Context: an optimization exercise on an open-source flow, tuned for small area and a short achievable clock period. The choices shown serve that exercise and are no tape-out recipe. At most, simulation tests tie the RTL to the original design; equivalence was not proved.

==> flow/design.v (excerpt) <==
module dft_bin_acc
#(
    parameter int N      = 256,
    parameter int PH_LAT = 6,
    parameter int ACC_W  = dft_pkg::ACC_W_DEF
) (
    input  logic                     CK,
    input  logic                     RST,
    input  logic                     START,
    input  logic signed [dft_pkg::PH_W-1:0]   cos0,
    input  logic signed [dft_pkg::PH_W-1:0]   sin0,
    input  logic signed [dft_pkg::PH_W-1:0]   cos1,
    input  logic signed [dft_pkg::PH_W-1:0]   sin1,
    output logic [dft_pkg::ADDR_W-1:0]        smp_addr,
    input  logic signed [dft_pkg::SMP_W-1:0]  smp_data,
    output logic signed [ACC_W-1:0]  re0,
    output logic signed [ACC_W-1:0]  im0,
    output logic signed [ACC_W-1:0]  re1,
    output logic signed [ACC_W-1:0]  im1,
    output logic                     busy,
    output logic                     done
    ,
    output logic [ACC_W-1:0]         mag0,
    output logic [ACC_W-1:0]         mag1
);
Size in the first run: ~6700 cells after synthesis, ~390 I/O pins, about 67000 µm² of cells after synthesis.
Settings: LEC_CHECK=0, CAP_MARGIN=20, CORE_MARGIN=2, CORE_UTILIZATION=40, CTS_CLUSTER_DIAMETER=100, CTS_CLUSTER_SIZE=24, SETUP_SLACK_MARGIN=3.5, SLEW_MARGIN=20, SYNTH_HIERARCHICAL=1; clock period 9.5 ns.
standard.sh (not shown) runs the stock make flow with config.mk's settings and CLKGATE_MAP_FILE= SYNTH_SCRIPT=/design/flow/synth_recipe.tcl, a recipe that flattens the netlist after the stock synthesis.
==> flow/flow/run.sh <==
#!/bin/bash
# The standard layout (the standard.sh, unchanged synthesis), except that the
# buffers placed on the ports are plain buffers (buf_2, which timing repair may
# upsize) instead of the delay-type buffer buffer_ports picks by default.
set -euo pipefail
bash standard.sh synth > synth.log 2>&1
bash standard.sh "BUFFER_PORTS_ARGS=-buffer_cell sky130_fd_sc_hd__buf_2" finish > layout.log 2>&1
Change:
Settings changed: SETUP_SLACK_MARGIN 3.5 to 3.7.
The new run finished clean. Via count went up by about 1.2%. Sequential share of layout area went down by 0.27 points. Global-route usage went up by 0.31 points. Die area stays the same. Hold slack barely changes. Count of clock-buffer cells in the layout does not change. Routed wire length went up by 1.3%. Worst setup slack improves by 0.27 ns.

---

== wip/pepper ==
Another version of the RTL of dft_bin_acc (not shown whole).
Size in the first run: roughly 6400 cells after synthesis, roughly 72000 um^2 of cells after synthesis.
export LEC_CHECK = 0
export CAP_MARGIN = 20
export CORE_MARGIN = 2
export CORE_UTILIZATION = 40
export SETUP_SLACK_MARGIN = 3.5
export SLEW_MARGIN = 20
export SYNTH_HIERARCHICAL = 1
create_clock -name core_clock -period 9.5 [get_ports {CK}]
Scripts as last shown in full above: flow/flow/run.sh
What wip/garnet does differently from wip/pepper at the input level:
- a change of SETUP_SLACK_MARGIN from 3.5 to 4.2
==> flow/run.sh (new file) <==
#!/bin/bash
# synth_recipe.tcl (not shown) runs the flow's synth.tcl, then flattens the netlist and writes it again
# the make line also repeats each setting of config.mk as NAME=value (left out here)
make -C /OpenROAD-flow-scripts/flow DESIGN_CONFIG=/design/flow/config.mk WORK_HOME=/design/flow/orfs CLKGATE_MAP_FILE= SYNTH_SCRIPT=/design/flow/synth_recipe.tcl finish
removed: flow/flow/run.sh
removed: flow/standard.sh
Findings:
In wip/garnet, flip-flop and latch share of the layout cell area is lower than in wip/pepper. Of wip/garnet and wip/pepper, wip/pepper shows the lower setup slack after layout, with wip/garnet above it.
The following lists how wip/nickel was set up differently from wip/garnet:
- SETUP_SLACK_MARGIN now 3.5, was 4.2
## What came out
wip/garnet ended up with mag1[38] as its end point of the critical path; wip/nickel ended up with mag1[20].
Hold slack was higher in the run labelled wip/nickel.

---

dft_bin_acc, a different RTL version from the one above (not shown whole).
For scale: ~6700 cells after synthesis, ~73000 µm² of cells after synthesis.
export LEC_CHECK = 0
export CAP_MARGIN = 20
export CORE_MARGIN = 2
export CORE_UTILIZATION = 40
export CTS_CLUSTER_DIAMETER = 100
export CTS_CLUSTER_SIZE = 24
export SETUP_SLACK_MARGIN = 3.7
export SLEW_MARGIN = 20
export SYNTH_HIERARCHICAL = 1
create_clock -name core_clock -period 9.5 [get_ports {CK}]
==> flow/flow/run.sh <==
#!/bin/bash
# The standard layout (the standard.sh, unchanged synthesis), except that the
# buffers placed on the ports are plain buffers (buf_2, which timing repair may
# upsize) instead of the delay-type buffer buffer_ports picks by default.
set -euo pipefail
bash standard.sh synth > synth.log 2>&1
bash standard.sh "BUFFER_PORTS_ARGS=-buffer_cell sky130_fd_sc_hd__buf_2" finish > layout.log 2>&1
Change:
CORE_UTILIZATION = 65   (was 40)
PLACE_DENSITY = 0.8   (was default)
Outcome: Non-clock buffer count came out lower by 3; wire length came out lower by 6.4%; count of clock-buffer cells in the layout came out lower by 3; die area came out lower by about 40%.
Change:
CORE_UTILIZATION = 40   (was 65)
PLACE_DENSITY = default   (was 0.8)
SETUP_SLACK_MARGIN = 3.9   (was 3.7)
Effect: The new run produced a clean layout. Clock skew is lower by 0.010 ns. Worst setup slack is better by 0.25 ns. Synthesized area does not change. Cell count is higher by 12%. Routed wire length is higher by 7.8%. Count of clock-buffer cells in the layout is higher by 3. First-iteration DRC count is lower by 25%. Design area is higher by 4.5%. Die area is higher by 62%.
Change:
CTS_CLUSTER_DIAMETER = 110   (was 100)
CTS_CLUSTER_SIZE = 28   (was 24)
SETUP_SLACK_MARGIN = 3.7   (was 3.9)
After rerunning: Design area drops by 2.2%. Die area is unchanged. Synthesized cell count does not change. Clock skew grows by 0.027 ns. Wire length shrinks by 1.1%. Count of clock-buffer cells in the layout came out lower by 8. First-iteration DRC count went down by 1.1%.
No run of this note included a check of the RTL's function; only the layout flow was run.

what the ideal ports hide:
No port has a modelled driver above. Below, the same layouts with a new extraction and two added sets of constraints. Step 1 (the two cells are an assumption about what drives the block):
set clk [get_ports {CK}]
set_driving_cell -lib_cell sky130_fd_sc_hd__clkbuf_16 $clk
set_driving_cell -lib_cell sky130_fd_sc_hd__buf_2 [delete_from_list [all_inputs] $clk]
Step 2 moves the port delays by t, midway between the first and last clock arrival at a register: inputs arrive t later, outputs are due t later. That takes back most of the time a late clock gives input paths. Three values: no drivers, after step 1, after step 2; two values: the first two.
run	shift t [ns]	slack for setup (ns)	worst hold slack (ns)	latest minus earliest clock arrival (ns)
the first run of note 1	0.721	3.513 / 3.513 / 3.375	0.625 / 0.625 / 0.625	0.048 / 0.048
the second run of note 1	0.722	3.784 / 3.784 / 3.366	0.625 / 0.625 / 0.625	0.041 / 0.041
wip/pepper	0.756	3.687 / 3.628 / 3.593	0.628 / 0.628 / 0.628	0.040 / 0.040
wip/garnet	0.790	3.802 / 3.711 / 3.426	0.623 / 0.623 / 0.623	0.027 / 0.028
wip/nickel	0.782	3.571 / 3.481 / 2.840	0.632 / 0.632 / 0.632	0.028 / 0.027
the first run of note 3	0.728	3.698 / 3.620 / 3.293	0.613 / 0.613 / 0.613	0.038 / 0.039
the second run of note 3	0.694	3.696 / 3.696 / 3.487	0.621 / 0.621 / 0.621	0.044 / 0.044
the third run of note 3	0.725	3.945 / 3.939 / 3.301	0.616 / 0.616 / 0.616	0.042 / 0.042
the fourth run of note 3	0.710	3.744 / 3.662 / 3.304	0.627 / 0.627 / 0.627	0.060 / 0.060
After both steps setup and hold are still met in every run listed. For wip/nickel, which loses most, drivers alone change the setup slack by -0.090 ns; drivers and shift together by -0.731 ns.
